Source: an optimization exercise on an open RTL-to-GDS flow (aim: small area and few clock cycles). Production flows keep margins and buffers that such runs may drop.
Function was not checked in any run shown here: the RTL went through the layout flow alone.
Power figures rest on the tool's default switching activity, not on a simulated workload.

`design.v`:
```
package axil_split_pkg;
  localparam int ADDR_W = 32;
  localparam int DATA_W = 32;
  localparam int STRB_W = DATA_W / 8;
  localparam int RESP_W = 2;
  localparam logic [ADDR_W-1:0] SPLIT_BASE = 32'h0000_8000;
  localparam int ORD_DEPTH = 8;
endpackage
`timescale 1ns/1ps
import axil_split_pkg::*;
module axil_fifo #(
  parameter int DEPTH = ORD_DEPTH
) (
  input  logic aclk,
  input  logic aresetn,
  input  logic push,
  input  logic push_port,
  output logic full,
  input  logic w_adv,
  output logic w_avail,
  output logic w_port,
  input  logic pop,
  output logic head_port,
  output logic head_ok
);
  localparam int PW = $clog2(DEPTH);
  logic [DEPTH-1:0] q;
  logic [PW:0]      tail;
  logic [PW:0]      wptr;
  logic [PW:0]      head;
  assign full      = (tail[PW-1:0] == head[PW-1:0]) && (tail[PW] != head[PW]);
  assign w_avail   = (wptr != tail);
  assign w_port    = q[wptr[PW-1:0]];
  assign head_port = q[head[PW-1:0]];
  assign head_ok   = (head != wptr);
  always_ff @(posedge aclk)
  begin
    if (!aresetn)
    begin
      tail <= '0;
      wptr <= '0;
      head <= '0;
    end
    else
    begin
      if (push)
        tail <= tail + 1'b1;
      if (w_adv)
        wptr <= wptr + 1'b1;
      if (pop)
        head <= head + 1'b1;
    end
  end
  always_ff @(posedge aclk)
  begin
    if (push)
      q[tail[PW-1:0]] <= push_port;
  end
endmodule
`timescale 1ns/1ps
import axil_split_pkg::*;
module axil_s_wr_fifos (
  input  logic              aclk,
  input  logic              aresetn,
  input  logic              s_awvalid,
  output logic              s_awready,
  input  logic [ADDR_W-1:0] s_awaddr,
  input  logic              room,
  output logic              take,
  output logic              take_port,
  output logic [1:0]        m_awvalid,
  input  logic [1:0]        m_awready,
  output logic [ADDR_W-1:0] m_awaddr
);
  logic aw_v;
  logic aw_p;
  assign take_port = (s_awaddr >= SPLIT_BASE);
  assign s_awready = room && (!aw_v || m_awready[aw_p]);
  assign take      = s_awvalid && s_awready;
  assign m_awvalid = {aw_v && aw_p, aw_v && !aw_p};
  always_ff @(posedge aclk)
  begin
    if (!aresetn)
      aw_v <= 1'b0;
    else if (take)
      aw_v <= 1'b1;
    else if (m_awready[aw_p])
      aw_v <= 1'b0;
  end
  always_ff @(posedge aclk)
  begin
    if (take)
    begin
      aw_p     <= take_port;
      m_awaddr <= s_awaddr;
    end
  end
endmodule
`timescale 1ns/1ps
import axil_split_pkg::*;
module axil_m_wr_fifos (
  input  logic              aclk,
  input  logic              aresetn,
  input  logic              m_bvalid,
  output logic              m_bready,
  input  logic [RESP_W-1:0] m_bresp,
  input  logic              sel,
  input  logic              pop,
  output logic              b_valid,
  output logic [RESP_W-1:0] b_resp
);
  logic              rv;
  logic [RESP_W-1:0] rr;
  assign m_bready = !rv || (sel && pop);
  assign b_valid  = rv || m_bvalid;
  assign b_resp   = rv ? rr : m_bresp;
  always_ff @(posedge aclk)
  begin
    if (!aresetn)
      rv <= 1'b0;
    else if (m_bready)
      rv <= m_bvalid && !(sel && pop && !rv);
  end
  always_ff @(posedge aclk)
  begin
    if (m_bready)
      rr <= m_bresp;
  end
endmodule
`timescale 1ns/1ps
import axil_split_pkg::*;
module axil_wr_split (
  input  logic                            aclk,
  input  logic                            aresetn,
  input  logic                            s_awvalid,
  output logic                            s_awready,
  input  logic [axil_split_pkg::ADDR_W-1:0] s_awaddr,
  input  logic                            s_wvalid,
  output logic                            s_wready,
  input  logic [axil_split_pkg::DATA_W-1:0] s_wdata,
  input  logic [axil_split_pkg::STRB_W-1:0] s_wstrb,
  output logic                            s_bvalid,
  input  logic                            s_bready,
  output logic [axil_split_pkg::RESP_W-1:0] s_bresp,
  output logic                            m0_awvalid,
  input  logic                            m0_awready,
  output logic [axil_split_pkg::ADDR_W-1:0] m0_awaddr,
  output logic                            m0_wvalid,
  input  logic                            m0_wready,
  output logic [axil_split_pkg::DATA_W-1:0] m0_wdata,
  output logic [axil_split_pkg::STRB_W-1:0] m0_wstrb,
  input  logic                            m0_bvalid,
  output logic                            m0_bready,
  input  logic [axil_split_pkg::RESP_W-1:0] m0_bresp,
  output logic                            m1_awvalid,
  input  logic                            m1_awready,
  output logic [axil_split_pkg::ADDR_W-1:0] m1_awaddr,
  output logic                            m1_wvalid,
  input  logic                            m1_wready,
  output logic [axil_split_pkg::DATA_W-1:0] m1_wdata,
  output logic [axil_split_pkg::STRB_W-1:0] m1_wstrb,
  input  logic                            m1_bvalid,
  output logic                            m1_bready,
  input  logic [axil_split_pkg::RESP_W-1:0] m1_bresp
);
  logic              full;
  logic              take;
  logic              take_port;
  logic              w_avail;
  logic              w_port;
  logic              w_go;
  logic              head_port;
  logic              head_ok;
  logic              b_pop;
  logic [1:0]        m_awvalid;
  logic [ADDR_W-1:0] m_awaddr;
  logic [1:0]        b_valid;
  logic [1:0][RESP_W-1:0] b_resp;
  axil_s_wr_fifos u_aw (
    .aclk      (aclk),
    .aresetn   (aresetn),
    .s_awvalid (s_awvalid),
    .s_awready (s_awready),
    .s_awaddr  (s_awaddr),
    .room      (!full),
    .take      (take),
    .take_port (take_port),
    .m_awvalid (m_awvalid),
    .m_awready ({m1_awready, m0_awready}),
    .m_awaddr  (m_awaddr)
  );
  assign {m1_awvalid, m0_awvalid} = m_awvalid;
  assign m0_awaddr = m_awaddr;
  assign m1_awaddr = m_awaddr;
  axil_fifo u_ord (
    .aclk      (aclk),
    .aresetn   (aresetn),
    .push      (take),
    .push_port (take_port),
    .full      (full),
    .w_adv     (w_go),
    .w_avail   (w_avail),
    .w_port    (w_port),
    .pop       (b_pop),
    .head_port (head_port),
    .head_ok   (head_ok)
  );
  assign m0_wvalid = s_wvalid && w_avail && !w_port;
  assign m1_wvalid = s_wvalid && w_avail && w_port;
  assign m0_wdata  = s_wdata;
  assign m1_wdata  = s_wdata;
  assign m0_wstrb  = s_wstrb;
  assign m1_wstrb  = s_wstrb;
  assign s_wready  = w_avail && (w_port ? m1_wready : m0_wready);
  assign w_go      = s_wvalid && s_wready;
  axil_m_wr_fifos u_b0 (
    .aclk     (aclk),
    .aresetn  (aresetn),
    .m_bvalid (m0_bvalid),
    .m_bready (m0_bready),
    .m_bresp  (m0_bresp),
    .sel      (!head_port),
    .pop      (b_pop),
    .b_valid  (b_valid[0]),
    .b_resp   (b_resp[0])
  );
  axil_m_wr_fifos u_b1 (
    .aclk     (aclk),
    .aresetn  (aresetn),
    .m_bvalid (m1_bvalid),
    .m_bready (m1_bready),
    .m_bresp  (m1_bresp),
    .sel      (head_port),
    .pop      (b_pop),
    .b_valid  (b_valid[1]),
    .b_resp   (b_resp[1])
  );
  assign s_bvalid = head_ok && b_valid[head_port];
  assign s_bresp  = b_resp[head_port];
  assign b_pop    = s_bvalid && s_bready;
endmodule
```
`run.sh`:
```
#!/bin/bash
# synth_recipe.tcl (not shown) runs the flow's synth.tcl, then flattens the netlist and writes it again
# the make line also repeats each setting of config.mk as NAME=value (left out here)
make -C /OpenROAD-flow-scripts/flow DESIGN_CONFIG=/design/flow/config.mk WORK_HOME=/design/flow/orfs CLKGATE_MAP_FILE= SYNTH_SCRIPT=/design/flow/synth_recipe.tcl finish
```
`config.mk`:
```
export PLATFORM = sky130hd
export DESIGN_NAME = axil_wr_split
export DESIGN_NICKNAME = axil_wr_split
export VERILOG_FILES = /design/flow/design.v
export SDC_FILE = /design/flow/constraint.sdc
export NUM_CORES = 4
export LEC_CHECK = 0
export CAP_MARGIN = 20
export CORE_MARGIN = 2
export CORE_UTILIZATION = 40
export PLACE_DENSITY = 0.6
export SLEW_MARGIN = 20
```
`constraint.sdc`:
```
create_clock -name core_clock -period 5.0 [get_ports {aclk}]
set_input_delay 1.0000 -clock core_clock [delete_from_list [all_inputs] [get_ports {aclk}]]
set_output_delay 1.0000 -clock core_clock [all_outputs]
set_load 0.01 [all_outputs]
```
==> summary.txt, run 1 <==
Cells and area
  • Most frequent cells in the layout: sky130_fd_sc_hd__clkdlybuf4s50_1 (121), sky130_fd_sc_hd__edfxtp_1 (45), sky130_fd_sc_hd__nand2_1 (22), sky130_fd_sc_hd__dfxtp_1 (15), sky130_fd_sc_hd__xnor2_1 (14)
  • Antenna cell count: 0
  • Share of final-layout standard cells stronger than drive strength 1: 0.0804
  • Most frequent standard cell in the layout excluding fill and tap cells: sky130_fd_sc_hd__clkdlybuf4s50_1
  • Post-layout nets: 422
  • Area added between synthesis and finish: 19.3%

Worst hold path
  • Number of cells traversed by the worst hold path: 2
  • Hold endpoint: u_ord.wptr[3]
  • Min-delay src: u_ord.wptr[3]
  • Worst min-delay path category: flip-flop to flip-flop

Routing
  • Post-detailed-route via-to-cell ratio: 4.71
  • Average wire per cell in the routed design: 15.5 µm
  • DRC marker count from the first detailed-route iteration: 102
  • Aggregate routed wire length: 6.87 mm
  • DR vias: 2092
  • Count of unresolved DRC violations after routing: 0
  • 1st-pass router iterations: 4
  • Count of nets left with antenna violations after detail routing: 0

Yosys
  • Number of synthesized register bits: 60
  • Share of synthesized flip-flops with an asynchronous set or reset: 0
  • Area of the mapped netlist: 3520 µm²
  • Instance count of the mapped netlist: 314
  • Yosys warning total: 3
  • Fraction of the yosys area taken by sequential cells: 0.469
  • Post-synth cell types: 41
  • EDFF count, synth: 45
  • Dominant register cell in the synthesized netlist: sky130_fd_sc_hd__edfxtp_1
  • Syn_area_per_cell: 11.2 µm²

Critical path
  • CP Data Arrival Time: 2.82 ns
  • Reg2reg end: u_ord.head[3]
  • Critical path, cell by cell: mux4_2 > mux2i_4 > mux2_4 > and2b_1 > clkdlybuf4s50_1
  • R2R Setup Slk: 2.55 ns
  • Worst setup path class: flip-flop to output pin
  • Worst path required time: 4.00 ns
  • Largest driver fanout on the critical path: 8
  • Type of destination of the critical path: output pin
  • Slowest stage cell on the critical path: sky130_fd_sc_hd__mux4_2
  • CP max stage delay: 0.59 ns
  • RR Startpoint: u_ord.head[0]
  • Number of cell instances on the worst register-to-register path: 5
  • Type of origin of the critical path: flip-flop

STA
  • Worst Setup Slack, final: 1.18 ns
  • Relative slew slack: 0.550
  • Slew at the pin closest to its max-slew limit: 0.673 ns
  • Fin crit period: 3.82 ns
  • Post-route fraction of the period consumed by the critical path: 0.764
  • Total negative slack for setup checks: 0 ns
  • WHS: 0.533 ns
  • Setup repair after global routing missed its margin: no
  • Final count of pins violating max slew: 0
  • Count of endpoints failing setup in the final report: 0
  • Total count of hold-check failures in the final report: 0
  • Max Clk Rate: 262 MHz
  • Worst clock skew on the final layout: 0.00926 ns

Pwr
  • Proportion of power drawn by flip-flops and latches: 0.496
  • Share of power burned in combinational logic: 0.203
  • Internal: 896 µW
  • Net Sw Frac: 0.264
  • Cell Pwr Density: 290 nW/µm²
  • Total leakage power: 1.46 nW
  • Clock network fraction of design power: 0.301
  • Largest voltage drop on the vdd net: 115 µV
  • Switch Pwr: 321 µW

Global routing
  • Global-route usage over all layers: 0.143
  • Residual overflow from global routing: 0
  • Initial antenna violation count: 0
  • Number of global-route vias before repair: 2084
  • First-pass GRT wire length: 10.8 mm
  • Pin count of the biggest net entering global routing: 38

Die
  • Chip height: 97.8 µm
  • Area of the core: 8640 µm²
  • Die area: 9570 µm²
  • Chip Width: 97.8 µm
  • I/O pin cnt: 230
  • Site row count: 34
  • Initial Utilization: 0.408

Clocking
  • Clock insertion delay at the later pin of the skew report: 0.32 ns
  • Clock H-tree levels: 3
  • Resize count post-CTS: 0
  • CTS hold repair buffers: 0
  • Total CTS buffers: 9
  • TritonCTS clock tree: yes
  • Clk sink count: 60
  • Setup bufs post-CTS: 0
  • Clock Pin Slew Worst Setup and Hold Paths: 0.07 ns
  • Clock root buffer master: sky130_fd_sc_hd__clkbuf_8
  • Number of buffers on the longest clock path: 2

Place
  • Buffers on Ports: 121
  • Gpl congestion: 0.752
  • Hpwl dp: 5.28 mm
  • Setup slack after placement: 1.28 ns

Flow run
  • Max-cap check violation count: 0

Run status
  • Run status: finished clean
[state kept, by name, summed over array words and instances, names as in the netlist]
register / cells
u_b0.rv: 1
u_b1.rv: 1
u_ord.tail: 4
u_b0.rr: 2
u_b1.rr: 2
u_ord.q: 8
u_aw.m_awaddr: 32
u_aw.aw_p: 1
u_ord.head: 4
u_aw.aw_v: 1
u_ord.wptr: 4
[synthesized netlist by cell type (5+ instances only)]
master / number / area, µm²
sky130_fd_sc_hd__edfxtp_1: 45 / 1350
sky130_fd_sc_hd__nand4_1: 5 / 31.3
sky130_fd_sc_hd__ha_1: 7 / 87.6
sky130_fd_sc_hd__o21ai_0: 5 / 25.0
sky130_fd_sc_hd__xnor2_1: 14 / 123
sky130_fd_sc_hd__nand2_1: 22 / 82.6
sky130_fd_sc_hd__mux2i_1: 9 / 90.1
sky130_fd_sc_hd__nand3_1: 7 / 35.0
sky130_fd_sc_hd__nor2_1: 8 / 30.0
sky130_fd_sc_hd__dfxtp_1: 15 / 300
sky130_fd_sc_hd__buf_4: 105 / 788
sky130_fd_sc_hd__inv_1: 5 / 18.8
[final cells by class]
class / count / area, µm²
clock buffers: 9 / 124
clock inverters: 6 / 41.3
fillers: 801 / 4440
inverters: 5 / 18.8
multi-input cells: 134 / 1010
flip-flops and latches: 60 / 1650
well taps: 108 / 135
repair buffers: 122 / 1220
[power groups by stage]
stage / sequential [mW] / clock (mW) / combinational [mW]
6_report: 0.604 / 0.366 / 0.247
5_1_grt: 0.609 / 0.405 / 0.267
4_1_cts: 0.605 / 0.381 / 0.250
3_5_place_dp: 0.616 / 0 / 0.248
3_3_place_gp: 0.615 / 0 / 0.246
2_1_floorplan: 0.609 / 0 / 0.194
[critical path: cells and delay by family, from the launching register on]
kind | cells | cell delay (ns)
flops | 1 | 0.55
simple gates | 1 | 0.20
buf+inv | 1 | 0.53
mux | 3 | 1.22
[metrics by stage]
stage / instance area (µm²) / instances / power [mW] / utilization
final: 4200 / 444 / 1.22 / 0.486
after global routing: 4200 / 444 / 1.28 / 0.486
after CTS: 4200 / 444 / 1.24 / 0.486
after detailed placement: 4040 / 429 / 0.864 / 0.467
after global placement: 4040 / 429 / 0.861 / 0.467
after floorplan: 3520 / 314 / 0.803 / -
[metal layers]
metal  up-vias  track usage  part of all wire
met2        65        0.229              0.50
met1       992        0.179              0.43
met5         -            0                 0
met3        15       0.0329             0.056
met4         0       0.0748             0.018
li1       1020            -                 -
[worst max-delay path by stage]
stage	start	end	slack, ns	cells after the start
detailed placement	s_bready	m1_bready	1.28	5
global route	u_ord.head[0]	s_bvalid	1.03	5
floorplan	u_ord.head[0]	s_bvalid	2.23	5
global placement	s_bready	m1_bready	1.32	5
CTS	u_ord.head[0]	s_bvalid	1.15	5
finish	u_ord.head[0]	s_bvalid	1.18	5
[logic make-up after synthesis]
family	count (synthesis)	share of synthesized area
adder cells (fa/ha/maj)	7	0.0249
flip-flops	60	0.469
AO/OA/AOI/OAI	22	0.0416
AND/OR/NAND/NOR	70	0.106
XOR/XNOR	16	0.0398
multiplexers	19	0.0753
buffers and inverters	120	0.244
==> run 2: changes to the inputs <==
--- a/design.v
+++ b/design.v
@@ -190,7 +190,7 @@
     .m_awaddr  (m_awaddr)
   );
   assign {m1_awvalid, m0_awvalid} = m_awvalid;
-  assign m0_awaddr = m_awaddr;
+  assign m0_awaddr = {{(ADDR_W-15){1'b0}}, m_awaddr[14:0]};
   assign m1_awaddr = m_awaddr;
   axil_fifo u_ord (
     .aclk      (aclk),
--- a/config.mk
+++ b/config.mk
@@ -8,5 +8,6 @@
 export CAP_MARGIN = 20
 export CORE_MARGIN = 2
 export CORE_UTILIZATION = 40
+export CTS_BUF_LIST = sky130_fd_sc_hd__clkbuf_2 sky130_fd_sc_hd__clkbuf_4
 export PLACE_DENSITY = 0.6
 export SLEW_MARGIN = 20
==> run 2 against run 1 <==
- still clean
- maximum frequency shrank 0.75%
- worst hold slack gained 0.0056 ns
- sequential power shrank 0.7%
- synthesized cell count grew 0.32%
- sequential cell count is the same
- global-route usage shrank 0.51 points
- total power shrank 0.66%
- first-iteration DRC count grew 3.9%
- die area grew 0.10%
- count of clock-buffer cells in the layout grew 1
- register-to-register slack is essentially flat
- area after synthesis grew 0.11%
- largest power group unchanged
==> summary.txt, run 2 <==
Yosys
  • Instance count of the mapped netlist: 315
  • Post-synth cell types: 42
  • Post-synth top cells: sky130_fd_sc_hd__buf_4 (105), sky130_fd_sc_hd__edfxtp_1 (45), sky130_fd_sc_hd__nand2_1 (22), sky130_fd_sc_hd__dfxtp_1 (15), sky130_fd_sc_hd__xnor2_1 (14)
  • Area of the mapped netlist: 3520 µm²
  • Number of synthesized register bits: 60
  • Dominant register cell in the synthesized netlist: sky130_fd_sc_hd__edfxtp_1
  • Most common cell in the synthesized netlist: sky130_fd_sc_hd__buf_4
  • Fraction of the yosys area taken by sequential cells: 0.469
  • EDFF count, synth: 45
  • Portion of synthesized cell area occupied by the leading cell type: 0.383
  • Yosys warning total: 3
  • Synth top area cells: sky130_fd_sc_hd__edfxtp_1 (38%), sky130_fd_sc_hd__buf_4 (22%), sky130_fd_sc_hd__dfxtp_1 (8.5%)
  • Cell taking the most area after synthesis: sky130_fd_sc_hd__edfxtp_1
  • Share of synthesized flip-flops with an asynchronous set or reset: 0
  • Syn_area_per_cell: 11.2 µm²

Die
  • I/O pin cnt: 230
  • Area of the core: 8640 µm²
  • Die area: 9580 µm²
  • Site row count: 34
  • Chip height: 97.9 µm
  • Chip Width: 97.9 µm
  • Initial Utilization: 0.408

Clocking
  • Clk sink count: 60
  • TritonCTS clock tree: yes
  • Resize count post-CTS: 0
  • Clock Pin Slew Worst Setup and Hold Paths: 0.10 ns
  • Number of buffers on the longest clock path: 2
  • Clock root buffer master: sky130_fd_sc_hd__clkbuf_4
  • Setup bufs post-CTS: 0
  • Clock insertion delay at the later pin of the skew report: 0.38 ns
  • Total CTS buffers: 9
  • CTS hold repair buffers: 0
  • Clock H-tree levels: 3

STA
  • Worst clock skew on the final layout: 0.0103 ns
  • Final count of pins violating max slew: 0
  • Setup repair after global routing missed its margin: no
  • Fin crit period: 3.85 ns
  • Relative slew slack: 0.583
  • Count of endpoints failing setup in the final report: 0
  • Post-route fraction of the period consumed by the critical path: 0.770
  • Total negative slack for setup checks: 0 ns
  • Max Clk Rate: 260 MHz
  • Slew at the pin closest to its max-slew limit: 0.623 ns
  • Total count of hold-check failures in the final report: 0

Routing
  • Post-detailed-route via-to-cell ratio: 4.64
  • DR vias: 2064
  • Count of unresolved DRC violations after routing: 0
  • 1st-pass router iterations: 4
  • DRC marker count from the first detailed-route iteration: 106
  • Aggregate routed wire length: 6.51 mm
  • Count of nets left with antenna violations after detail routing: 0
  • Average wire per cell in the routed design: 14.6 µm

Global routing
  • Initial antenna violation count: 0
  • Number of global-route vias before repair: 2053
  • First-pass GRT wire length: 10.4 mm
  • Residual overflow from global routing: 0
  • Global-route usage over all layers: 0.138
  • Pin count of the biggest net entering global routing: 42

Cells and area
  • Post-route non-filler standard cell count: 445
  • Max reg flops: 32
  • Area added between synthesis and finish: 15.8%
  • Number of filler instances in the final layout: 823
  • Most frequent standard cell in the layout excluding fill and tap cells: sky130_fd_sc_hd__clkdlybuf4s50_1
  • Share of final-layout standard cells stronger than drive strength 1: 0.0742
  • Most frequent cells in the layout: sky130_fd_sc_hd__clkdlybuf4s50_1 (104), sky130_fd_sc_hd__edfxtp_1 (45), sky130_fd_sc_hd__nand2_1 (22), sky130_fd_sc_hd__conb_1 (17), sky130_fd_sc_hd__dfxtp_1 (15)
  • Post-layout nets: 422
  • Largest register by flop count: u_aw.m_awaddr
  • Antenna cell count: 0

Place
  • # placed instances: 429
  • Buffers on Ports: 104
  • Gpl congestion: 0.752
  • Hpwl dp: 4.90 mm

Critical path
  • CP Data Arrival Time: 2.85 ns
  • Type of origin of the critical path: flip-flop
  • Worst setup path class: flip-flop to output pin
  • Largest driver fanout on the critical path: 8
  • Worst path required time: 4.00 ns
  • Type of destination of the critical path: output pin

Pwr
  • Largest voltage drop on the vdd net: 111 µV
  • Total leakage power: 1.45 nW
  • Final Power: 1.21 mW
  • Cell Pwr Density: 296 nW/µm²

Run status
  • Run status: finished clean

Flow run
  • Max-cap check violation count: 0

Worst hold path
  • Worst min-delay path category: flip-flop to flip-flop
run 2: changes by cell type in the layout (fill, tap and decap cells not counted), moves of 2 or more:
cell                              previous run  this run
sky130_fd_sc_hd__clkinv_2                    2         0
sky130_fd_sc_hd__clkdlybuf4s50_1           121       104
sky130_fd_sc_hd__conb_1                      0        17
sky130_fd_sc_hd__clkinv_1                    0         3
sky130_fd_sc_hd__bufinv_16                   0         2
sky130_fd_sc_hd__clkbuf_4                    0        10
sky130_fd_sc_hd__clkinvlp_4                  3         1
sky130_fd_sc_hd__clkbuf_8                    9         0
run 2: worst max-delay path: stages (launching register included):
cell and delay [ns]:
sky130_fd_sc_hd__dfxtp_1 0.54, sky130_fd_sc_hd__mux4_2 0.59, sky130_fd_sc_hd__mux2i_4 0.27, sky130_fd_sc_hd__mux2_4 0.36, sky130_fd_sc_hd__and2b_1 0.19, sky130_fd_sc_hd__clkdlybuf4s50_1 0.52
run 2: path summary, 6_finish.rpt:
check                startpoint       endpoint  slack [ns]  cells past startpoint
setup / recovery  u_ord.head[0]       s_bvalid        1.15                      5
setup reg to reg  u_ord.head[0]  u_ord.head[3]        2.56                      5
hold reg to reg   u_ord.wptr[3]  u_ord.wptr[3]        0.54                      2
hold / removal    u_ord.wptr[3]  u_ord.wptr[3]        0.54                      2
run 2: cells by family after synthesis:
kind of cell               after synthesis  synth area share
xor gates and xnor gates                16            0.0398
adders and majority gates                7            0.0248
AOI/OAI and AO/OA                       22            0.0415
muxes                                   19            0.0753
buffers and inverters                  120             0.244
other                                    1           0.00106
and+or+nand+nor                         70             0.105
DFF                                     60             0.469
run 2: layout make-up:
| cell class | instances | area [µm²] | area share |
|---|---|---|---|
| Sequential cell | 60 | 1650 | 0.405 |
| Multi-Input combinational cell | 151 | 1070 | 0.263 |
| Timing Repair Buffer | 105 | 1050 | 0.257 |
| Tap cell | 108 | 135 | 0.0331 |
| Clock inverter | 6 | 78.8 | 0.0193 |
| Clock buffer | 10 | 75.1 | 0.0184 |
| Inverter | 5 | 18.8 | 0.00460 |
run 2: per-stage QoR:
| stage | util | area, µm² | hold slack, ns | worst slack, ns |
|---|---|---|---|---|
| floorplan | - | 3580 | 0.487 | 2.23 |
| global placement | 0.455 | 3930 | 0.514 | 1.29 |
| detailed placement | 0.455 | 3930 | 0.525 | 1.29 |
| CTS | 0.473 | 4080 | 0.540 | 1.10 |
| global route | 0.473 | 4080 | 0.599 | 0.996 |
| finish | 0.473 | 4080 | 0.538 | 1.15 |
run 2: power breakdown:
group | switching, mW | total [mW] | internal [mW] | leakage, nW
sequential | 0.0271 | 0.600 | 0.573 | 0.557
clock | 0.172 | 0.376 | 0.204 | 0.0791
combinational | 0.100 | 0.233 | 0.133 | 0.812
total | 0.299 | 1.21 | 0.910 | 1.45
run 2: layer usage:
metal,vias to the layer above,part of all wire,track usage
met5,-,0,0
met3,24,0.048,0.0293
met1,982,0.41,0.163
li1,1004,-,-
met4,0,0.029,0.0833
met2,54,0.51,0.229
==> run 3: changes to the inputs <==
==> flow/run.sh (new file) <==
#!/bin/bash
# Standard layout, with the smallest buffer on every input and output port.
export BUFFER_PORTS_ARGS="-buffer_cell sky130_fd_sc_hd__buf_1"
bash standard.sh > standard.log 2>&1
==> standard.sh (new file) <==
#!/bin/bash
# synth_recipe.tcl (not shown) runs the flow's synth.tcl, then flattens the netlist and writes it again
# the make line also repeats each setting of config.mk as NAME=value (left out here)
make -C /OpenROAD-flow-scripts/flow DESIGN_CONFIG=/design/flow/config.mk WORK_HOME=/design/flow/orfs CLKGATE_MAP_FILE= SYNTH_SCRIPT=/design/flow/synth_recipe.tcl "${@:-finish}"
--- a/config.mk
+++ b/config.mk
@@ -8,6 +8,5 @@
 export CAP_MARGIN = 20
 export CORE_MARGIN = 2
 export CORE_UTILIZATION = 40
-export CTS_BUF_LIST = sky130_fd_sc_hd__clkbuf_2 sky130_fd_sc_hd__clkbuf_4
 export PLACE_DENSITY = 0.6
 export SLEW_MARGIN = 20
removed: run.sh
==> run 3 against run 2 <==
- clock skew decreased by 0.00073 ns
- synthesized cell count unchanged
- count of clock-buffer cells in the layout decreased by 1
- highest routed layer unchanged
- final area decreased by 15%
- sequential share of layout area rose by 7.4 points
- critical endpoint unchanged
- utilization shrank 7.3 points
- routed wire length is 4.9% lower
- clock power grew 2%
==> summary.txt, run 3 <==
Run status
  • Run status: finished clean

Critical path
  • R2R Setup Slk: 2.55 ns
  • CP max stage delay: 0.58 ns
  • Type of destination of the critical path: output pin
  • Type of origin of the critical path: flip-flop
  • Worst path required time: 4.00 ns
  • Worst setup path class: flip-flop to output pin
  • Critical path, cell by cell: mux4_2 > mux2i_4 > mux2_4 > and2b_1 > buf_1
  • CP bufs+invs: 1
  • Family with the most delay on the worst path: multiplexers
  • Slowest stage cell on the critical path: sky130_fd_sc_hd__mux4_2
  • CP Data Arrival Time: 2.44 ns
  • Largest driver fanout on the critical path: 8

Routing
  • Average wire per cell in the routed design: 13.9 µm
  • DRC marker count from the first detailed-route iteration: 92
  • Aggregate routed wire length: 6.19 mm
  • 1st-pass router iterations: 4
  • Post-detailed-route via-to-cell ratio: 4.74
  • Count of nets left with antenna violations after detail routing: 0
  • DR vias: 2109
  • Count of unresolved DRC violations after routing: 0

Global routing
  • First-pass GRT wire length: 9.92 mm
  • Initial antenna violation count: 0
  • Peak-usage layer in the global routing report: met2
  • Pin count of the biggest net entering global routing: 42
  • Residual overflow from global routing: 0
  • Global routing met2 resource utilization: 0.223
  • Global-route met3 utilization: 0.0472
  • Global Route met1 Usage: 0.142
  • Number of global-route vias before repair: 2042
  • Global-route usage over all layers: 0.131

STA
  • Total negative slack for setup checks: 0 ns
  • Setup repair after global routing missed its margin: no
  • Post-route fraction of the period consumed by the critical path: 0.688
  • Total count of hold-check failures in the final report: 0
  • Relative slew slack: 0.478
  • Slew at the pin closest to its max-slew limit: 0.782 ns
  • Fin crit period: 3.44 ns
  • Final count of pins violating max slew: 0
  • Worst clock skew on the final layout: 0.00956 ns
  • Max Clk Rate: 291 MHz
  • Count of endpoints failing setup in the final report: 0

Place
  • Gpl congestion: 0.757
  • Buffers on Ports: 104
  • # placed instances: 429
  • Hpwl dp: 4.64 mm

Cells and area
  • Most frequent standard cell in the layout excluding fill and tap cells: sky130_fd_sc_hd__buf_1
  • Post-route non-filler standard cell count: 445
  • Most frequent cells in the layout: sky130_fd_sc_hd__buf_1 (104), sky130_fd_sc_hd__edfxtp_1 (45), sky130_fd_sc_hd__nand2_1 (22), sky130_fd_sc_hd__conb_1 (17), sky130_fd_sc_hd__dfxtp_1 (15)
  • Share of final-layout standard cells stronger than drive strength 1: 0.0801
  • Antenna cell count: 0
  • Largest register by flop count: u_aw.m_awaddr
  • Post-layout nets: 422
  • Max reg flops: 32
  • Area added between synthesis and finish: -2.02%

Die
  • Die area: 9580 µm²
  • Initial Utilization: 0.408
  • Chip height: 97.9 µm
  • Area of the core: 8640 µm²
  • Chip Width: 97.9 µm
  • Site row count: 34
  • I/O pin cnt: 230

Yosys
  • Fraction of the yosys area taken by sequential cells: 0.469
  • Dominant register cell in the synthesized netlist: sky130_fd_sc_hd__edfxtp_1
  • Most common cell in the synthesized netlist: sky130_fd_sc_hd__buf_4
  • Syn_area_per_cell: 11.2 µm²
  • Post-synth cell types: 42
  • Cell taking the most area after synthesis: sky130_fd_sc_hd__edfxtp_1
  • Instance count of the mapped netlist: 315
  • Synth top area cells: sky130_fd_sc_hd__edfxtp_1 (38%), sky130_fd_sc_hd__buf_4 (22%), sky130_fd_sc_hd__dfxtp_1 (8.5%)
  • EDFF count, synth: 45
  • Share of synthesized flip-flops with an asynchronous set or reset: 0
  • Yosys warning total: 3
  • Area of the mapped netlist: 3520 µm²
  • Post-synth top cells: sky130_fd_sc_hd__buf_4 (105), sky130_fd_sc_hd__edfxtp_1 (45), sky130_fd_sc_hd__nand2_1 (22), sky130_fd_sc_hd__dfxtp_1 (15), sky130_fd_sc_hd__xnor2_1 (14)
  • Number of synthesized register bits: 60
  • Portion of synthesized cell area occupied by the leading cell type: 0.383

Pwr
  • Total leakage power: 1.16 nW
  • Largest voltage drop on the vdd net: 103 µV
  • Cell Pwr Density: 334 nW/µm²

Clocking
  • Setup bufs post-CTS: 0
  • Total CTS buffers: 9
  • TritonCTS clock tree: yes
  • Number of buffers on the longest clock path: 2
  • Clock root buffer master: sky130_fd_sc_hd__clkbuf_8
  • CTS hold repair buffers: 0
  • Clk sink count: 60
  • Clock H-tree levels: 3
  • Clock insertion delay at the later pin of the skew report: 0.34 ns
  • Resize count post-CTS: 0
  • Clock Pin Slew Worst Setup and Hold Paths: 0.07 ns

Worst hold path
  • Worst min-delay path category: flip-flop to flip-flop

Flow run
  • Max-cap check violation count: 0
[run 3: cell types whose count changed in the layout (fill, tap and decap cells not counted), sizes merged, moves of 2 or more]
cell           before  now
clkdlybuf4s50     104    0
bufinv              2    0
buf                 1  105
clkinvlp            1    4
[run 3: area by class of cell]
type / instances / area (µm²)
clock inverter: 7 / 51.3
timing repair buffer: 105 / 398
fill: 866 / 5180
inverter: 5 / 18.8
clock buffer: 9 / 124
sequential: 60 / 1650
tap: 108 / 135
multi-input combinational: 151 / 1070
[run 3: per-stage QoR]
stage | cell area, µm² | total power [mW] | util | hold slack, ns | setup WS, ns
3_5_place_dp | 3280 | 0.782 | 0.380 | 0.525 | 1.93
4_1_cts | 3450 | 1.17 | 0.400 | 0.535 | 1.54
5_1_grt | 3450 | 1.21 | 0.400 | 0.578 | 1.41
6_report | 3450 | 1.15 | 0.400 | 0.526 | 1.56
3_3_place_gp | 3280 | 0.779 | 0.380 | 0.515 | 1.97
2_1_floorplan | 3580 | 0.801 | - | 0.487 | 2.23
[run 3: final timing paths]
| path | start | end | cells past startpoint |
|---|---|---|---|
| setup / recovery | u_ord.head[0] | s_bvalid | 5 |
| hold / removal | u_ord.wptr[3] | u_ord.wptr[3] | 2 |
| setup reg to reg | u_ord.head[0] | u_ord.head[3] | 5 |
| hold reg to reg | u_ord.wptr[3] | u_ord.wptr[3] | 2 |
[run 3: cells by family after synthesis]
| kind of cell | after synthesis | share of synthesized area |
|---|---|---|
| and+or+nand+nor | 70 | 0.105 |
| buffers and inverters | 120 | 0.244 |
| DFF | 60 | 0.469 |
| AOI/OAI and AO/OA | 22 | 0.0415 |
| adders and majority gates | 7 | 0.0248 |
| muxes | 19 | 0.0753 |
| xor gates and xnor gates | 16 | 0.0398 |
| other | 1 | 0.00106 |
[run 3: per-layer routing]
| metal | vias to the layer above | part of all wire | routed length [µm] |
|---|---|---|---|
| met2 | 62 | 0.52 | 3240 |
| met4 | 0 | 0.022 | 137 |
| met5 | - | 0 | 0 |
| met1 | 1022 | 0.39 | 2400 |
| met3 | 23 | 0.066 | 409 |
| li1 | 1002 | - | - |
[run 3: worst reg2reg max path: cells and delay by family, from the launching register on]
| family | cells | cell delay (ns) |
|---|---|---|
| multiplexers | 3 | 1.24 |
| flip-flops | 1 | 0.53 |
| AND/OR/NAND/NOR | 1 | 0.46 |
| AO/OA/AOI/OAI | 1 | 0.15 |
[run 3: report_power, final]
part           internal, mW  switching [mW]
Sequential            0.574          0.0260
Combinational        0.0692           0.101
Clock                 0.180           0.205
Total                 0.823           0.332
==> run 4: changes to the inputs <==
--- a/design.v
+++ b/design.v
@@ -20,19 +20,19 @@
   output logic w_avail,
   output logic w_port,
   input  logic pop,
-  output logic head_port,
-  output logic head_ok
+  output logic head_port
 );
   localparam int PW = $clog2(DEPTH);
   logic [DEPTH-1:0] q;
-  logic [PW:0]      tail;
-  logic [PW:0]      wptr;
-  logic [PW:0]      head;
-  assign full      = (tail[PW-1:0] == head[PW-1:0]) && (tail[PW] != head[PW]);
+  logic [PW-1:0]    tail;
+  logic [PW-1:0]    tail_nxt;
+  logic [PW-1:0]    wptr;
+  logic [PW-1:0]    head;
+  assign tail_nxt  = tail + 1'b1;
+  assign full      = (tail_nxt == head);
   assign w_avail   = (wptr != tail);
-  assign w_port    = q[wptr[PW-1:0]];
-  assign head_port = q[head[PW-1:0]];
-  assign head_ok   = (head != wptr);
+  assign w_port    = q[wptr];
+  assign head_port = q[head];
   always_ff @(posedge aclk)
   begin
     if (!aresetn)
@@ -44,7 +44,7 @@
     else
     begin
       if (push)
-        tail <= tail + 1'b1;
+        tail <= tail_nxt;
       if (w_adv)
         wptr <= wptr + 1'b1;
       if (pop)
@@ -54,7 +54,7 @@
   always_ff @(posedge aclk)
   begin
     if (push)
-      q[tail[PW-1:0]] <= push_port;
+      q[tail] <= push_port;
   end
 endmodule
 `timescale 1ns/1ps
@@ -68,11 +68,11 @@
   input  logic              room,
   output logic              take,
   output logic              take_port,
+  output logic              aw_v,
   output logic [1:0]        m_awvalid,
   input  logic [1:0]        m_awready,
   output logic [ADDR_W-1:0] m_awaddr
 );
-  logic aw_v;
   logic aw_p;
   assign take_port = (s_awaddr >= SPLIT_BASE);
   assign s_awready = room && (!aw_v || m_awready[aw_p]);
@@ -167,10 +167,12 @@
   logic              take;
   logic              take_port;
   logic              w_avail;
+  logic              aw_v;
+  logic              w_ok;
+  logic              w_sel;
   logic              w_port;
   logic              w_go;
   logic              head_port;
-  logic              head_ok;
   logic              b_pop;
   logic [1:0]        m_awvalid;
   logic [ADDR_W-1:0] m_awaddr;
@@ -182,9 +184,10 @@
     .s_awvalid (s_awvalid),
     .s_awready (s_awready),
     .s_awaddr  (s_awaddr),
-    .room      (!full),
+    .room      (!full || b_pop),
     .take      (take),
     .take_port (take_port),
+    .aw_v      (aw_v),
     .m_awvalid (m_awvalid),
     .m_awready ({m1_awready, m0_awready}),
     .m_awaddr  (m_awaddr)
@@ -202,16 +205,17 @@
     .w_avail   (w_avail),
     .w_port    (w_port),
     .pop       (b_pop),
-    .head_port (head_port),
-    .head_ok   (head_ok)
-  );
-  assign m0_wvalid = s_wvalid && w_avail && !w_port;
-  assign m1_wvalid = s_wvalid && w_avail && w_port;
+    .head_port (head_port)
+  );
+  assign w_ok      = w_avail;
+  assign w_sel     = w_port;
+  assign m0_wvalid = s_wvalid && w_ok && !w_sel;
+  assign m1_wvalid = s_wvalid && w_ok && w_sel;
   assign m0_wdata  = s_wdata;
   assign m1_wdata  = s_wdata;
   assign m0_wstrb  = s_wstrb;
   assign m1_wstrb  = s_wstrb;
-  assign s_wready  = w_avail && (w_port ? m1_wready : m0_wready);
+  assign s_wready  = w_ok && (w_sel ? m1_wready : m0_wready);
   assign w_go      = s_wvalid && s_wready;
   axil_m_wr_fifos u_b0 (
     .aclk     (aclk),
@@ -235,7 +239,7 @@
     .b_valid  (b_valid[1]),
     .b_resp   (b_resp[1])
   );
-  assign s_bvalid = head_ok && b_valid[head_port];
+  assign s_bvalid = b_valid[head_port];
   assign s_bresp  = b_resp[head_port];
   assign b_pop    = s_bvalid && s_bready;
 endmodule
--- a/config.mk
+++ b/config.mk
@@ -8,5 +8,8 @@
 export CAP_MARGIN = 20
 export CORE_MARGIN = 2
 export CORE_UTILIZATION = 40
+export CTS_BUF_LIST = sky130_fd_sc_hd__clkbuf_8
+export CTS_CLUSTER_DIAMETER = 200
+export CTS_CLUSTER_SIZE = 60
 export PLACE_DENSITY = 0.6
 export SLEW_MARGIN = 20
==> run 4 against run 3 <==
- still clean
- maximum frequency increased by 0.25%
- critical path depth unchanged
- non-clock buffer count decreased by 1
- setup slack improved by 0.0085 ns
- global-route usage increased by 0.22 points
- routed wire length decreased by 3.1%
- combinational power increased to 3.5 times the previous value
- first-iteration DRC count decreased by 17%
- clock power increased by 14%
- synthesized cell count decreased by 5.4%
- sequential power increased by 33%
- highest routed layer unchanged
==> summary.txt, run 4 <==
Yosys
  • Share of synthesized flip-flops with an asynchronous set or reset: 0
  • Cell taking the most area after synthesis: sky130_fd_sc_hd__edfxtp_1
  • Portion of synthesized cell area occupied by the leading cell type: 0.399
  • Fraction of the yosys area taken by sequential cells: 0.470
  • Post-synthesis adder-cell area fraction: 0.0281
  • Mux cell area share after synthesis: 0.0913
  • Instance count of the mapped netlist: 298
  • EDFF count, synth: 45
  • Area fraction in compound gates after synthesis: 0.0477
  • Dominant register cell in the synthesized netlist: sky130_fd_sc_hd__edfxtp_1
  • Post-synth top cells: sky130_fd_sc_hd__buf_4 (104), sky130_fd_sc_hd__edfxtp_1 (45), sky130_fd_sc_hd__nand2_1 (23), sky130_fd_sc_hd__dfxtp_1 (12), sky130_fd_sc_hd__mux2i_1 (11)
  • Yosys warning total: 3
  • Main combinational cell family by area after synthesis: buffers and inverters
  • Area of the mapped netlist: 3390 µm²
  • Post-synth cell types: 41
  • Most common cell in the synthesized netlist: sky130_fd_sc_hd__buf_4
  • XOR/XNOR share of the synthesized area: 0.0248
  • Synth top area cells: sky130_fd_sc_hd__edfxtp_1 (40%), sky130_fd_sc_hd__buf_4 (23%), sky130_fd_sc_hd__dfxtp_1 (7.1%)
  • Number of synthesized register bits: 57
  • Syn_area_per_cell: 11.4 µm²
  • Area share of and/or/nand/nor cells after synthesis: 0.0950

Critical path
  • RR Startpoint: u_ord.tail[0]
  • Reg2reg end: u_aw.m_awaddr[11]
  • Worst path required time: 4.00 ns
  • Type of origin of the critical path: flip-flop
  • Largest driver fanout on the critical path: 6
  • R2R Setup Slk: 2.26 ns
  • Worst setup path class: flip-flop to output pin
  • CP Data Arrival Time: 2.43 ns
  • Number of cell instances on the worst register-to-register path: 6
  • Type of destination of the critical path: output pin

Routing
  • 1st-pass router iterations: 4
  • Average wire per cell in the routed design: 14.0 µm
  • Aggregate routed wire length: 5.99 mm
  • DR vias: 2021
  • Count of unresolved DRC violations after routing: 0
  • Post-detailed-route via-to-cell ratio: 4.71
  • DRC marker count from the first detailed-route iteration: 76
  • Count of nets left with antenna violations after detail routing: 0

Cells and area
  • Share of final-layout standard cells stronger than drive strength 1: 0.0772
  • Number of filler instances in the final layout: 805
  • Area occupied by multi-input gates: 1030 µm²
  • Most frequent cells in the layout: sky130_fd_sc_hd__buf_1 (104), sky130_fd_sc_hd__edfxtp_1 (45), sky130_fd_sc_hd__nand2_1 (23), sky130_fd_sc_hd__conb_1 (17), sky130_fd_sc_hd__dfxtp_1 (12)
  • Total area of sequential cells: 1590 µm²
  • Area added between synthesis and finish: -0.628%
  • Antenna cell count: 0
  • Most frequent standard cell in the layout excluding fill and tap cells: sky130_fd_sc_hd__buf_1
  • Max reg flops: 32
  • Post-layout nets: 408
  • Largest register by flop count: u_aw.m_awaddr

Place
  • Hpwl dp: 4.47 mm
  • Setup slack after placement: 1.72 ns
  • Gpl congestion: 0.829
  • Buffers on Ports: 104

STA
  • Relative slew slack: 0.617
  • Max Clk Rate: 292 MHz
  • Fin crit period: 3.43 ns
  • Post-route fraction of the period consumed by the critical path: 0.686
  • Count of endpoints failing setup in the final report: 0
  • Worst clock skew on the final layout: 0.0103 ns
  • Total negative slack for setup checks: 0 ns
  • Total count of hold-check failures in the final report: 0
  • Slew at the pin closest to its max-slew limit: 0.574 ns
  • Worst Setup Slack, final: 1.57 ns
  • Setup repair after global routing missed its margin: no
  • Final count of pins violating max slew: 0

Global routing
  • Initial antenna violation count: 0
  • First-pass GRT wire length: 8.98 mm
  • Pin count of the biggest net entering global routing: 44
  • Number of global-route vias before repair: 1870
  • Global-route usage over all layers: 0.133
  • Residual overflow from global routing: 0

Die
  • Site row count: 33
  • Initial Utilization: 0.412
  • I/O pin cnt: 230
  • Area of the core: 8220 µm²
  • Chip Width: 96 µm
  • Chip height: 96 µm
  • Die area: 9220 µm²

Pwr
  • Largest voltage drop on the vdd net: 216 µV
  • Cell Pwr Density: 545 nW/µm²
  • Total leakage power: 1.17 nW

Worst hold path
  • Number of cells traversed by the worst hold path: 2
  • Min-delay src: u_ord.wptr[2]
  • Hold endpoint: u_ord.wptr[2]
  • Worst min-delay path category: flip-flop to flip-flop

Clocking
  • Resize count post-CTS: 0
  • CTS hold repair buffers: 0
  • Clock H-tree levels: 3
  • Clock root buffer master: sky130_fd_sc_hd__clkbuf_8
  • Total CTS buffers: 9
  • Clock insertion delay at the later pin of the skew report: 0.34 ns
  • Clk sink count: 57
  • Setup bufs post-CTS: 0
  • TritonCTS clock tree: yes
  • Number of buffers on the longest clock path: 2
  • Clock Pin Slew Worst Setup and Hold Paths: 0.07 ns

Run status
  • Run status: finished clean

Flow run
  • Max-cap check violation count: 0
run 4: cell families (layout without fill, tap and decap cells):
logic type	Yosys count	after routing
muxes	22	22
adders and majority gates	8	8
xor gates and xnor gates	8	8
DFF	57	57
and+or+nand+nor	62	62
AOI/OAI and AO/OA	26	26
other	1	17
buffers and inverters	114	124
run 4: how the worst max path moves through the flow:
stage | startpoint | to | slack [ns] | cells past startpoint
after CTS | u_ord.head[0] | s_awready | 1.55 | 5
after global placement | m1_awready | s_awready | 1.77 | 6
final | u_ord.head[0] | s_awready | 1.57 | 5
after global routing | u_ord.head[0] | s_awready | 1.44 | 5
after floorplan | m1_awready | s_awready | 2.00 | 4
after detailed placement | m1_awready | s_awready | 1.72 | 6
run 4: stage by stage:
| step | total power, mW | utilization | hold slack [ns] | cells | instance area (µm²) |
|---|---|---|---|---|---|
| after CTS | 1.86 | 0.409 | 0.528 | 429 | 3360 |
| after global placement | 1.40 | 0.385 | 0.511 | 413 | 3160 |
| final | 1.83 | 0.409 | 0.523 | 429 | 3360 |
| after global routing | 1.96 | 0.409 | 0.568 | 429 | 3360 |
| after floorplan | 1.31 | - | 0.485 | 314 | 3450 |
| after detailed placement | 1.42 | 0.385 | 0.520 | 413 | 3160 |
run 4: layer usage:
| layer | track usage | routed length [µm] |
|---|---|---|
| met4 | 0.0726 | 114 |
| met2 | 0.223 | 3160 |
| met1 | 0.150 | 2350 |
| met3 | 0.0431 | 364 |
| met5 | 0 | 0 |
run 4: power breakdown:
group	internal, mW	switching [mW]	total (mW)
Sequential	0.701	0.0950	0.796
Combinational	0.225	0.376	0.601
Clock	0.234	0.203	0.437
Total	1.16	0.674	1.83
run 4: critical path, cell delays in order, from the launching register on:
cell	delay, ns
sky130_fd_sc_hd__dfxtp_1	0.45
sky130_fd_sc_hd__mux4_1	0.61
sky130_fd_sc_hd__mux2_4	0.34
sky130_fd_sc_hd__mux2_2	0.30
sky130_fd_sc_hd__or2_2	0.28
sky130_fd_sc_hd__buf_1	0.13
run 4: layout make-up:
cell class / count / share of cell area
clock buffer: 9 / 0.0368
tap: 105 / 0.0390
multi-input combinational: 143 / 0.308
timing repair buffer: 104 / 0.116
sequential: 57 / 0.473
clock inverter: 7 / 0.0231
inverter: 4 / 0.00446
==> run 5: changes to the inputs <==
--- a/config.mk
+++ b/config.mk
@@ -8,8 +8,8 @@
 export CAP_MARGIN = 20
 export CORE_MARGIN = 2
 export CORE_UTILIZATION = 40
-export CTS_BUF_LIST = sky130_fd_sc_hd__clkbuf_8
-export CTS_CLUSTER_DIAMETER = 200
-export CTS_CLUSTER_SIZE = 60
+export CTS_BUF_LIST = sky130_fd_sc_hd__clkbuf_4
+export CTS_CLUSTER_DIAMETER = 100
+export CTS_CLUSTER_SIZE = 30
 export PLACE_DENSITY = 0.6
 export SLEW_MARGIN = 20
==> run 5 against run 4 <==
- count of clock-buffer cells in the layout is the same
- via count decreased by 1.5%
- routed wire length is 0.88% lower
- total power is 4.8% lower
- largest power group unchanged
- largest cell class unchanged
- global-route usage is 0.17 points lower
- still clean on timing, DRC and antenna
- final cell count unchanged
- sequential power barely moved
- area after synthesis did not move
- critical path depth unchanged
- synthesized cell count unchanged
- utilization shrank 0.69 points
- setup slack got worse by 0.11 ns
==> summary.txt, run 5 <==
Clocking
  • Total CTS buffers: 9
  • Number of buffers on the longest clock path: 2
  • Resize count post-CTS: 0
  • Clock Pin Slew Worst Setup and Hold Paths: 0.10 ns
  • Clock insertion delay at the later pin of the skew report: 0.41 ns
  • Clk sink count: 57
  • Clock root buffer master: sky130_fd_sc_hd__clkbuf_4
  • Setup bufs post-CTS: 0
  • Clock H-tree levels: 3
  • CTS hold repair buffers: 0
  • TritonCTS clock tree: yes

Critical path
  • Family with the most delay on the worst path: multiplexers
  • Critical path, cell by cell: mux4_1 > mux2_4 > mux2_2 > or2_2 > buf_1
  • R2R Setup Slk: 2.25 ns
  • Crit path to: s_awready
  • CP bufs+invs: 1
  • Worst setup path class: flip-flop to output pin
  • RR Startpoint: u_ord.tail[0]
  • WP depth: 5
  • Number of cell instances on the worst register-to-register path: 6
  • Slowest stage cell on the critical path: sky130_fd_sc_hd__mux4_1
  • Type of origin of the critical path: flip-flop
  • CP startpoint: u_ord.head[0]
  • Reg2reg end: u_aw.m_awaddr[11]
  • Largest driver fanout on the critical path: 6
  • Worst path required time: 4.00 ns
  • CP max stage delay: 0.61 ns
  • Type of destination of the critical path: output pin
  • CP Data Arrival Time: 2.54 ns

STA
  • Post-route fraction of the period consumed by the critical path: 0.708
  • Max Clk Rate: 282 MHz
  • WHS: 0.528 ns
  • Setup repair after global routing missed its margin: no
  • Slew at the pin closest to its max-slew limit: 0.574 ns
  • Worst clock skew on the final layout: 0.0140 ns
  • Total negative slack for setup checks: 0 ns
  • Final count of pins violating max slew: 0
  • Count of endpoints failing setup in the final report: 0
  • Fin crit period: 3.54 ns
  • Relative slew slack: 0.617
  • Total count of hold-check failures in the final report: 0

Cells and area
  • Most frequent cells in the layout: sky130_fd_sc_hd__buf_1 (104), sky130_fd_sc_hd__edfxtp_1 (45), sky130_fd_sc_hd__nand2_1 (23), sky130_fd_sc_hd__conb_1 (17), sky130_fd_sc_hd__dfxtp_1 (12)
  • Largest register by flop count: u_aw.m_awaddr
  • Post-layout nets: 408
  • Total area of sequential cells: 1590 µm²
  • Most frequent standard cell in the layout excluding fill and tap cells: sky130_fd_sc_hd__buf_1
  • Max reg flops: 32
  • Area occupied by multi-input gates: 1030 µm²
  • Number of filler instances in the final layout: 815
  • Share of final-layout standard cells stronger than drive strength 1: 0.0772
  • Antenna cell count: 0
  • Area added between synthesis and finish: -2.29%

Yosys
  • XOR/XNOR share of the synthesized area: 0.0248
  • Dominant register cell in the synthesized netlist: sky130_fd_sc_hd__edfxtp_1
  • Cell taking the most area after synthesis: sky130_fd_sc_hd__edfxtp_1
  • Synth top area cells: sky130_fd_sc_hd__edfxtp_1 (40%), sky130_fd_sc_hd__buf_4 (23%), sky130_fd_sc_hd__dfxtp_1 (7.1%)
  • Post-synth cell types: 41
  • Fraction of the yosys area taken by sequential cells: 0.470
  • Yosys warning total: 3
  • Area fraction in compound gates after synthesis: 0.0477
  • Most common cell in the synthesized netlist: sky130_fd_sc_hd__buf_4
  • Area share of and/or/nand/nor cells after synthesis: 0.0950
  • Number of synthesized register bits: 57
  • Portion of synthesized cell area occupied by the leading cell type: 0.399
  • Main combinational cell family by area after synthesis: buffers and inverters
  • Post-synth top cells: sky130_fd_sc_hd__buf_4 (104), sky130_fd_sc_hd__edfxtp_1 (45), sky130_fd_sc_hd__nand2_1 (23), sky130_fd_sc_hd__dfxtp_1 (12), sky130_fd_sc_hd__mux2i_1 (11)
  • EDFF count, synth: 45
  • Share of synthesized flip-flops with an asynchronous set or reset: 0
  • Instance count of the mapped netlist: 298
  • Mux cell area share after synthesis: 0.0913
  • Area of the mapped netlist: 3390 µm²
  • Post-synthesis adder-cell area fraction: 0.0281
  • Syn_area_per_cell: 11.4 µm²

Global routing
  • Residual overflow from global routing: 0
  • First-pass GRT wire length: 8.87 mm
  • Pin count of the biggest net entering global routing: 44
  • Initial antenna violation count: 0
  • Number of global-route vias before repair: 1847
  • Global-route usage over all layers: 0.131

Routing
  • Average wire per cell in the routed design: 13.8 µm
  • Aggregate routed wire length: 5.94 mm
  • DRC marker count from the first detailed-route iteration: 68
  • DR vias: 1991
  • Count of nets left with antenna violations after detail routing: 0
  • Post-detailed-route via-to-cell ratio: 4.64
  • Count of unresolved DRC violations after routing: 0
  • 1st-pass router iterations: 6

Place
  • Gpl congestion: 0.829
  • Buffers on Ports: 104
  • Hpwl dp: 4.47 mm

Pwr
  • Cell Pwr Density: 528 nW/µm²
  • Largest voltage drop on the vdd net: 216 µV
  • Share of power burned in combinational logic: 0.344
  • Net Sw Frac: 0.381
  • Total leakage power: 1.15 nW
  • Switch Pwr: 665 µW
  • Clock network fraction of design power: 0.201
  • Final Power: 1.75 mW
  • Proportion of power drawn by flip-flops and latches: 0.455
  • Internal: 1.08 mW

Die
  • Site row count: 33
  • Chip Width: 96 µm
  • Initial Utilization: 0.412
  • I/O pin cnt: 230
  • Area of the core: 8220 µm²
  • Die area: 9220 µm²
  • Chip height: 96 µm

Worst hold path
  • Number of cells traversed by the worst hold path: 2
  • Worst min-delay path category: flip-flop to flip-flop

Run status
  • Run status: finished clean

Flow run
  • Max-cap check violation count: 0
[run 5: area by class of cell]
type                            count  share of cell area
Inverter                            4             0.00454
Clock inverter                      7              0.0234
Sequential cell                    57               0.481
Tap cell                          105              0.0397
Clock buffer                        9              0.0204
Timing Repair Buffer              104               0.118
Multi-Input combinational cell    143               0.313
[run 5: kinds of logic (layout without fill, tap and decap cells)]
logic type / after synthesis / in the layout
AO/OA/AOI/OAI: 26 / 26
XOR/XNOR: 8 / 8
flip-flops: 57 / 57
buffers and inverters: 114 / 124
adder cells (fa/ha/maj): 8 / 8
multiplexers: 22 / 22
AND/OR/NAND/NOR: 62 / 62
other: 1 / 17
[run 5: worst min path at each step]
stage	start	end	slack (ns)
6_report	u_ord.wptr[2]	u_ord.wptr[2]	0.53
5_1_grt	u_ord.wptr[2]	u_ord.wptr[2]	0.57
4_1_cts	u_ord.wptr[2]	u_ord.wptr[2]	0.53
3_5_place_dp	u_ord.wptr[2]	u_ord.wptr[2]	0.52
3_3_place_gp	u_ord.wptr[2]	u_ord.wptr[2]	0.51
2_1_floorplan	u_ord.wptr[2]	u_ord.wptr[2]	0.48
[run 5: worst reg2reg max path, cell delays in order, from the launching register on]
cell	delay [ns]
sky130_fd_sc_hd__dfxtp_1	0.62
sky130_fd_sc_hd__inv_1	0.16
sky130_fd_sc_hd__ha_1	0.43
sky130_fd_sc_hd__xnor2_1	0.17
sky130_fd_sc_hd__a32oi_1	0.33
sky130_fd_sc_hd__nand2_1	0.19
sky130_fd_sc_hd__nand2_4	0.47
[run 5: layer usage]
layer,part of all wire,GRT usage,wire length (µm)
met5,0,0,0
met4,0.023,0.0762,134
met2,0.52,0.217,3080
met1,0.40,0.148,2380
met3,0.058,0.0431,344
[run 5: through the flow]
stage	worst slack, ns	area [µm²]	instances	util
final	1.46	3310	429	0.403
after global routing	1.34	3310	429	0.403
after CTS	1.44	3310	429	0.403
after detailed placement	1.72	3160	413	0.385
after global placement	1.77	3160	413	0.385
after floorplan	2.00	3450	314	-
[run 5: power by group through the flow]
stage	clock [mW]	combinational, mW	sequential, mW
finish	0.350	0.601	0.795
global route	0.382	0.668	0.817
CTS	0.363	0.610	0.798
detailed placement	0	0.609	0.809
global placement	0	0.600	0.802
floorplan	0	0.504	0.811
==> run 6: changes to the inputs <==
--- a/design.v
+++ b/design.v
@@ -4,7 +4,7 @@
   localparam int STRB_W = DATA_W / 8;
   localparam int RESP_W = 2;
   localparam logic [ADDR_W-1:0] SPLIT_BASE = 32'h0000_8000;
-  localparam int ORD_DEPTH = 8;
+  localparam int ORD_DEPTH = 6;
 endpackage
 `timescale 1ns/1ps
 import axil_split_pkg::*;
@@ -22,39 +22,37 @@
   input  logic pop,
   output logic head_port
 );
-  localparam int PW = $clog2(DEPTH);
+  localparam int CW = $clog2(DEPTH + 1);
   logic [DEPTH-1:0] q;
-  logic [PW-1:0]    tail;
-  logic [PW-1:0]    tail_nxt;
-  logic [PW-1:0]    wptr;
-  logic [PW-1:0]    head;
-  assign tail_nxt  = tail + 1'b1;
-  assign full      = (tail_nxt == head);
-  assign w_avail   = (wptr != tail);
-  assign w_port    = q[wptr];
-  assign head_port = q[head];
+  logic [CW-1:0]    n;
+  logic [CW-1:0]    nw;
+  assign full      = (n == CW'(DEPTH));
+  assign w_avail   = (nw != '0);
+  assign w_port    = q[nw - 1'b1];
+  assign head_port = q[n - 1'b1];
   always_ff @(posedge aclk)
   begin
     if (!aresetn)
     begin
-      tail <= '0;
-      wptr <= '0;
-      head <= '0;
+      n  <= '0;
+      nw <= '0;
     end
     else
     begin
-      if (push)
-        tail <= tail_nxt;
-      if (w_adv)
-        wptr <= wptr + 1'b1;
-      if (pop)
-        head <= head + 1'b1;
+      if (push && !pop)
+        n <= n + 1'b1;
+      else if (pop && !push)
+        n <= n - 1'b1;
+      if (push && !w_adv)
+        nw <= nw + 1'b1;
+      else if (w_adv && !push)
+        nw <= nw - 1'b1;
     end
   end
   always_ff @(posedge aclk)
   begin
     if (push)
-      q[tail] <= push_port;
+      q <= {q[DEPTH-2:0], push_port};
   end
 endmodule
 `timescale 1ns/1ps
==> config.mk (replaced) <==
export PLATFORM = sky130hd
export DESIGN_NAME = axil_wr_split
export DESIGN_NICKNAME = axil_wr_split
export VERILOG_FILES = /design/flow/design.v
export SDC_FILE = /design/flow/constraint.sdc
export NUM_CORES = 4
export LEC_CHECK = 0
export CAP_MARGIN = 20
export CORE_MARGIN = 2
export CORE_UTILIZATION = 60
export CTS_BUF_LIST = sky130_fd_sc_hd__clkbuf_8
export PLACE_DENSITY = 0.75
export SLEW_MARGIN = 20
==> run 6 against run 5 <==
- still clean on timing, DRC and antenna
- final cell count fell by 21%
- sequential power fell by 27%
- largest cell class unchanged
- final area fell by 16%
- clock power fell by 33%
- critical path type unchanged
- highest routed layer unchanged
- synthesized cell count fell by 16%
- count of clock-buffer cells in the layout fell by 4
- worst hold slack got worse by 0.037 ns
- global-route usage rose by 5.1 points
- clock skew fell by 0.0045 ns
==> summary.txt, run 6 <==
Die
  • Chip Width: 73.8 µm
  • Area of the core: 4720 µm²
  • Site row count: 25
  • Chip height: 73.8 µm
  • Initial Utilization: 0.619
  • I/O pin cnt: 230
  • Die area: 5440 µm²

Yosys
  • Syn_area_per_cell: 11.7 µm²
  • Mux cell area share after synthesis: 0.0390
  • Fraction of the yosys area taken by sequential cells: 0.493
  • XOR/XNOR share of the synthesized area: 0.0180
  • Cell taking the most area after synthesis: sky130_fd_sc_hd__edfxtp_1
  • Area share of and/or/nand/nor cells after synthesis: 0.0617
  • Dominant register cell in the synthesized netlist: sky130_fd_sc_hd__edfxtp_1
  • Yosys warning total: 3
  • Main combinational cell family by area after synthesis: buffers and inverters
  • Share of synthesized flip-flops with an asynchronous set or reset: 0
  • Post-synthesis adder-cell area fraction: 0.0377
  • Portion of synthesized cell area occupied by the leading cell type: 0.432
  • Post-synth cell types: 36
  • Instance count of the mapped netlist: 250
  • Area fraction in compound gates after synthesis: 0.0647
  • Area of the mapped netlist: 2920 µm²
  • Post-synth top cells: sky130_fd_sc_hd__buf_4 (104), sky130_fd_sc_hd__edfxtp_1 (42), sky130_fd_sc_hd__o21ai_0 (10), sky130_fd_sc_hd__dfxtp_1 (9)
  • Synth top area cells: sky130_fd_sc_hd__edfxtp_1 (43%), sky130_fd_sc_hd__buf_4 (27%), sky130_fd_sc_hd__dfxtp_1 (6.2%)
  • Number of synthesized register bits: 51
  • Most common cell in the synthesized netlist: sky130_fd_sc_hd__buf_4
  • EDFF count, synth: 42

Clocking
  • Clock insertion delay at the later pin of the skew report: 0.30 ns
  • TritonCTS clock tree: yes
  • Clk sink count: 51
  • Total CTS buffers: 5
  • Clock root buffer master: sky130_fd_sc_hd__clkbuf_8
  • Resize count post-CTS: 0
  • Clock H-tree levels: 2
  • Number of buffers on the longest clock path: 2
  • Setup bufs post-CTS: 0
  • CTS hold repair buffers: 0
  • Clock Pin Slew Worst Setup and Hold Paths: 0.09 ns

Pwr
  • Cell Pwr Density: 486 nW/µm²
  • Final Power: 1.34 mW
  • Largest voltage drop on the vdd net: 267 µV
  • Total leakage power: 0.954 nW

Cells and area
  • Most frequent cells in the layout: sky130_fd_sc_hd__buf_1 (104), sky130_fd_sc_hd__edfxtp_1 (42), sky130_fd_sc_hd__conb_1 (17), sky130_fd_sc_hd__o21ai_0 (10)
  • Share of final-layout standard cells stronger than drive strength 1: 0.0588
  • Area added between synthesis and finish: -5.27%
  • Post-layout nets: 362
  • Max reg flops: 32
  • Final core utilization: 0.586
  • Final Instance Area: 2770 µm²
  • Antenna cell count: 0
  • Most frequent standard cell in the layout excluding fill and tap cells: sky130_fd_sc_hd__buf_1
  • Number of filler instances in the final layout: 397
  • Largest register by flop count: u_aw.m_awaddr

Routing
  • Count of unresolved DRC violations after routing: 0
  • DRC marker count from the first detailed-route iteration: 53
  • 1st-pass router iterations: 4
  • Post-detailed-route via-to-cell ratio: 4.80
  • DR vias: 1628
  • Aggregate routed wire length: 5.06 mm
  • Count of nets left with antenna violations after detail routing: 0
  • Average wire per cell in the routed design: 14.9 µm

Global routing
  • First-pass GRT wire length: 7.31 mm
  • Pin count of the biggest net entering global routing: 39
  • Residual overflow from global routing: 0
  • Global-route usage over all layers: 0.182
  • Initial antenna violation count: 0
  • Number of global-route vias before repair: 1534

Critical path
  • Largest driver fanout on the critical path: 8
  • RR Startpoint: u_ord.n[0]
  • Slowest stage cell on the critical path: sky130_fd_sc_hd__dfxtp_1
  • Crit path to: s_awready
  • R2R Setup Slk: 1.72 ns
  • Worst setup path class: flip-flop to output pin
  • Number of cell instances on the worst register-to-register path: 10
  • Reg2reg end: u_ord.n[2]
  • CP Data Arrival Time: 2.72 ns
  • CP max stage delay: 0.45 ns
  • Worst path required time: 4.00 ns
  • Type of origin of the critical path: flip-flop
  • Critical path, cell by cell: inv_1 > ha_1 > mux4_2 > and2_4 > or2_0 > o311ai_4 > a31oi_1 > buf_1
  • Type of destination of the critical path: output pin
  • CP startpoint: u_ord.n[0]

Place
  • Area post-placement: 2680 µm²
  • Hpwl dp: 4.09 mm
  • Buffers on Ports: 104
  • Gpl congestion: 0.761

STA
  • Count of endpoints failing setup in the final report: 0
  • Fin crit period: 3.72 ns
  • Total negative slack for setup checks: 0 ns
  • Total count of hold-check failures in the final report: 0
  • Max Clk Rate: 269 MHz
  • Setup repair after global routing missed its margin: no
  • Worst clock skew on the final layout: 0.00949 ns
  • Relative slew slack: 0.659
  • Post-route fraction of the period consumed by the critical path: 0.745
  • WHS: 0.491 ns
  • Final count of pins violating max slew: 0
  • Slew at the pin closest to its max-slew limit: 0.507 ns

Run status
  • Run status: finished clean

Worst hold path
  • Worst min-delay path category: flip-flop to flip-flop

Flow run
  • Max-cap check violation count: 0
## run 6: cell count changes in the layout (fill, tap and decap cells not counted), sizes merged, moves of 4 or more
cell / before / now
nand3: 4 / 0
mux2i: 12 / 8
nand2: 24 / 5
clkbuf: 9 / 5
mux2: 6 / 1
## run 6: power breakdown
| group | internal, mW | switching, mW |
|---|---|---|
| sequential | 0.526 | 0.0544 |
| combinational | 0.224 | 0.307 |
| clock | 0.0987 | 0.134 |
## run 6: per-layer routing
metal | part of all wire | track usage | vias up
met5 | 0 | 0 | -
met4 | 0.017 | 0.0768 | 0
met3 | 0.083 | 0.0562 | 13
met2 | 0.54 | 0.336 | 90
met1 | 0.36 | 0.188 | 745
li1 | - | - | 780
## run 6: critical path: cells and delay by family (launching register included)
family	cells	cell delay, ns
compound gates	2	0.56
buf+inv	2	0.25
flops	1	0.45
fa+ha+maj	1	0.34
simple gates	2	0.52
mux	1	0.30
## run 6: cells by family (layout without fill, tap and decap cells)
kind of cell,count (synthesis),after routing
and+or+nand+nor,32,32
xor gates and xnor gates,6,6
muxes,10,10
buffers and inverters,115,121
adders and majority gates,9,9
AOI/OAI and AO/OA,26,26
DFF,51,51
other,1,17
## run 6: area by class of cell
cell class / count / area, µm² / share of cell area
repair buffers: 105 / 398 / 0.144
inverters: 8 / 30.0 / 0.0108
clock inverters: 3 / 21.3 / 0.00769
clock buffers: 5 / 68.8 / 0.0249
well taps: 67 / 83.8 / 0.0303
multi-input cells: 100 / 724 / 0.262
flip-flops and latches: 51 / 1440 / 0.521
## run 6: how the worst min path moves through the flow
| stage | endpoint | depth (start not counted) | start |
|---|---|---|---|
| 2_1_floorplan | u_ord.q[4] | 0 | u_ord.q[3] |
| 3_3_place_gp | u_ord.q[4] | 0 | u_ord.q[3] |
| 3_5_place_dp | u_ord.q[4] | 0 | u_ord.q[3] |
| 4_1_cts | u_ord.q[5] | 0 | u_ord.q[4] |
| 5_1_grt | u_ord.q[4] | 0 | u_ord.q[3] |
| 6_report | u_ord.q[5] | 0 | u_ord.q[4] |
## run 6: through the flow
stage               std cells  setup slack, ns
floorplan                 266          0.00537
global placement          331             1.64
detailed placement        331             1.59
CTS                       339             1.24
global route              339             1.12
finish                    339             1.28

what the ideal ports hide:
How much do the figures lean on ideal ports? The routed layouts below were timed once more, with nothing changed but the port constraints. Step 1 sets driving cells, clkbuf_16 on the clock port and buf_2 on the other inputs (assumed; they add their load-dependent delay and slew). Step 2 adds t to the input delays and takes it off the output delays; t is the mean of the earliest and latest rising clock arrival at the registers after step 1. Input paths then give back, and output paths get back, about the clock's delay inside the block. Slacks: no drivers / after step 1 / after step 2; pairs: no drivers / after step 1.
| run | t, ns | setup slack, ns | pins driven straight from the clock port |
|---|---|---|---|
| run 1 | 0.351 | 1.179 / 1.147 / 1.251 | 1 |
| run 2 | 0.405 | 1.150 / 1.122 / 1.270 | 1 |
| run 3 | 0.366 | 1.561 / 1.530 / 1.897 | 1 |
| run 4 | 0.364 | 1.570 / 1.538 / 1.666 | 1 |
| run 5 | 0.436 | 1.460 / 1.431 / 1.665 | 1 |
| run 6 | 0.322 | 1.276 / 1.248 / 1.570 | 1 |
After both steps setup and hold are still met in every run listed.
